Context: an optimization exercise on an open-source flow, tuned for small area, a short achievable clock period and few clock cycles per item. The choices shown serve that exercise and are no tape-out recipe. Only simulation tests tie the RTL to the original design; equivalence was not proved.

== v6 ==
## glyph_grid_extent_finder
module glyph_grid_extent_finder (
  input  wire logic                        clk,
  input  wire logic                        rst_n,
  input  wire logic                        cfg_we,
  input  wire logic                        cfg_index,
  input  wire logic [6:0]                  cfg_data,
  input  wire logic                        in_valid,
  output      logic                        in_stall,
  input  wire logic                        in_op,
  input  wire logic                        in_frame_start,
  input  wire logic [31:0]                 in_pixel_value,
  input  wire logic [7:0]                  in_glyph_index,
  output      logic                        out_valid,
  input  wire logic                        out_stall,
  output      logic [9:0]                  out_glyph_x,
  output      logic [10:0]                 out_glyph_y,
  output      logic [6:0]                  out_glyph_w,
  output      logic [6:0]                  out_glyph_h,
  output      logic [5:0]                  out_space_width,
  output      logic [6:0]                  out_line_height
);
Size: about 7100 cells after synthesis, about 3600 flip-flops, ~100000 um2 of cells after synthesis.
==> flow/config.mk <==
export PLATFORM = sky130hd
export DESIGN_NAME = glyph_grid_extent_finder
export DESIGN_NICKNAME = glyph_grid_extent_finder
export VERILOG_FILES = /design/flow/design.v
export SDC_FILE = /design/flow/constraint.sdc
export NUM_CORES = 4
export LEC_CHECK = 0
export CAP_MARGIN = 20
export CORE_MARGIN = 2
export CORE_UTILIZATION = 62
export CTS_BUF_LIST = sky130_fd_sc_hd__clkbuf_16
export CTS_CLUSTER_DIAMETER = 60
export CTS_CLUSTER_SIZE = 24
export PLACE_DENSITY = 0.72
export SETUP_SLACK_MARGIN = 4.8
export SLEW_MARGIN = 20
export TNS_END_PERCENT = 100
==> flow/constraint.sdc <==
create_clock -name core_clock -period 8.0 [get_ports {clk}]
set_input_delay 1.6000 -clock core_clock [delete_from_list [all_inputs] [get_ports {clk}]]
set_output_delay 1.6000 -clock core_clock [all_outputs]
set_load 0.01 [all_outputs]
run.sh (not shown) runs the stock make flow with config.mk's settings and CLKGATE_MAP_FILE= SYNTH_SCRIPT=/design/flow/synth_recipe.tcl, a recipe that flattens the netlist after the stock synthesis.
Testbench counts of v6, summed over its fixed seeds: cycles 44,030, items 41,958.
Inputs modified between v6 and v7:
-- flow/design.v --
<<< v6, line 63
  logic        v1, op1, fs1, ink1;
  logic [7:0]  gi1;
  logic [7:0]  ra1;               
  logic [15:0] pa_row, pa_col;
>>> v7, line 63
  logic        v1, op1, fs1, ink1;
  logic [7:0]  gi1;
  logic [3:0]  qi1;               
  logic [7:0]  ra1;               
  logic [15:0] pa_row, pa_col;
<<< v6, line 89
  logic [5:0]  osp;               
  logic        iccl_r, icrl_r, first_r, a65_r, tany_r, fsr_r;
  logic [15:0] touched;
  always_comb begin
    for (int c = 0; c < 16; c++)
      touched[c] = (icr_r != 6'd0) || (4'(c) < cc_r) || ((4'(c) == cc_r) && (icc_r != 6'd0));
  end
  logic take, out_free, s2_free, s1_go, s1_free, s1_load, pix1, pproc, mark, mv;
  assign take     = in_valid && !sk_v;
>>> v7, line 90
  logic [5:0]  osp;               
  logic        iccl_r, icrl_r, first_r, a65_r, tany_r, fsr_r;
  logic [15:0] touched, touched_n;
  logic take, out_free, s2_free, s1_go, s1_free, s1_load, pix1, pproc, mark, mv;
  assign take     = in_valid && !sk_v;
<<< v6, line 178
    end
    wbe_n = pend_n[wbc_n];
    wbt_n = (icr_n != 6'd0) || (wbc_n < cc_n) || ((wbc_n == cc_n) && (icc_n != 6'd0));
    fsp    = pproc && fs1;
    rowinc = pproc && !fs1 && icc_last && (p_cc == 4'd15) && icr_last;
    for (int k = 0; k < 16; k++) hot0[k] = (4'(cr_r + tk_n) == 4'(k));
    for (int k = 0; k < 16; k++)
>>> v7, line 175
    end
    wbe_n = pend_n[wbc_n];
    fsp    = pproc && fs1;
    rowinc = pproc && !fs1 && icc_last && (p_cc == 4'd15) && icr_last;
    touched_n = touched;
    if (pproc) begin
      if (rowinc) touched_n = '0;
      else        touched_n = (fs1 ? 16'd0 : touched) | (16'd1 << p_cc);
    end
    wbt_n = touched_n[wbc_n];
    for (int k = 0; k < 16; k++) hot0[k] = (4'(cr_r + tk_n) == 4'(k));
    for (int k = 0; k < 16; k++)
<<< v6, line 202
    q_r      = gi1[7:4];
    q_c      = gi1[3:0];
    rb_rd    = rb[4'(q_c - cc_r)];
    q_use_rb = (touched[q_c] && (q_r == cr_r)) ||
               (pend[q_c] && !touched[q_c] && (q_r == cr_r - 4'd1));
>>> v7, line 204
    q_r      = gi1[7:4];
    q_c      = gi1[3:0];
    rb_rd    = rb[qi1];
    q_use_rb = (touched[q_c] && (q_r == cr_r)) ||
               (pend[q_c] && !touched[q_c] && (q_r == cr_r - 4'd1));
<<< v6, line 255
      a65_r   <= 1'b0;
      tany_r  <= 1'b0;
      fsr_r   <= 1'b1;
      sk_v    <= 1'b0;
>>> v7, line 257
      a65_r   <= 1'b0;
      tany_r  <= 1'b0;
      touched <= '0;
      fsr_r   <= 1'b1;
      sk_v    <= 1'b0;
<<< v6, line 290
      a65_r   <= ({cr_n, cc_n} == 8'd65);
      tany_r  <= tany_n;
      fsr_r   <= (pend_n == 16'd0) && (fl_n || !tany_n);
      if (take && !in_op && in_frame_start) bg_r <= in_pixel_value;
>>> v7, line 293
      a65_r   <= ({cr_n, cc_n} == 8'd65);
      tany_r  <= tany_n;
      touched <= touched_n;
      fsr_r   <= (pend_n == 16'd0) && (fl_n || !tany_n);
      if (take && !in_op && in_frame_start) bg_r <= in_pixel_value;
<<< v6, line 341
      ink1 <= sk_v ? sk_ink : t_ink;
      gi1  <= ld_gi;
      ra1  <= ld_gi + t_r + 8'd1;
    end else begin
>>> v7, line 345
      ink1 <= sk_v ? sk_ink : t_ink;
      gi1  <= ld_gi;
      qi1  <= ld_gi[3:0] - cc_n;
      ra1  <= ld_gi + t_r + 8'd1;
    end else begin
==> run summary <==
Between v7 and v6, the difference in share of layout cells above drive strength 1 is negligible. Relative to v6, met2 usage in global routing has decreased by 0.77 points in v7. From v6 to v7, count of buffers from port buffering did not move at all. Total number of vias (higher): v6. v7 vs v6 — count of placed standard cells including taps dropped about 1%. v7 vs v6 — sequential cell area share rose 0.35 points. For the worst-case register-to-register setup slack, v7 came in 0.05 ns higher than v6 did. Re global-route usage: v7 and v6 aren't equal, and the lower value belongs to v7. Summary of the comparison: final worst-path cycle share is lower in v7, relative to v6. Number of flip-flops and latches up 20 in v7 wrt v6. On worst hold margin, v7 does worse than v6. | number of buffers outside the clock class in the layout | v7 vs v6 | 2.1% higher |.
Testbench counts of v7, summed over its fixed seeds: cycles 44,030, items 41,958.

[afterwards: timing with drivers on the ports]
The flow's constraints put no driver on any port. The routed layouts listed below were extracted and timed again, unchanged, in two steps. Step 1 sets driving cells, clkbuf_16 on the clock port and buf_2 on the other inputs (assumed; they add their load-dependent delay and slew). Step 2 moves the port delays by t, midway between the first and last clock arrival at a register: inputs arrive t later, outputs are due t later. That takes back most of the time a late clock gives input paths. a / b / c = no drivers / after step 1 / after step 2; a / b = the first two.
| run | t, ns | slack for setup (ns) | hold slack, ns | worst data-port slew with drivers (ns) | pins driven straight from the clock port |
|---|---|---|---|---|---|
| v6 | 0.918 | 4.697 / 4.697 / 3.937 | 0.314 / 0.314 / 0.314 | 0.07 | 1 |
| v7 | 0.923 | 4.743 / 4.743 / 3.904 | 0.301 / 0.301 / 0.301 | 0.07 | 1 |
After both steps setup and hold are still met in every run listed. The setup slack of v7, which loses most, moves by 0.000 ns with the drivers and by -0.839 ns with both steps.
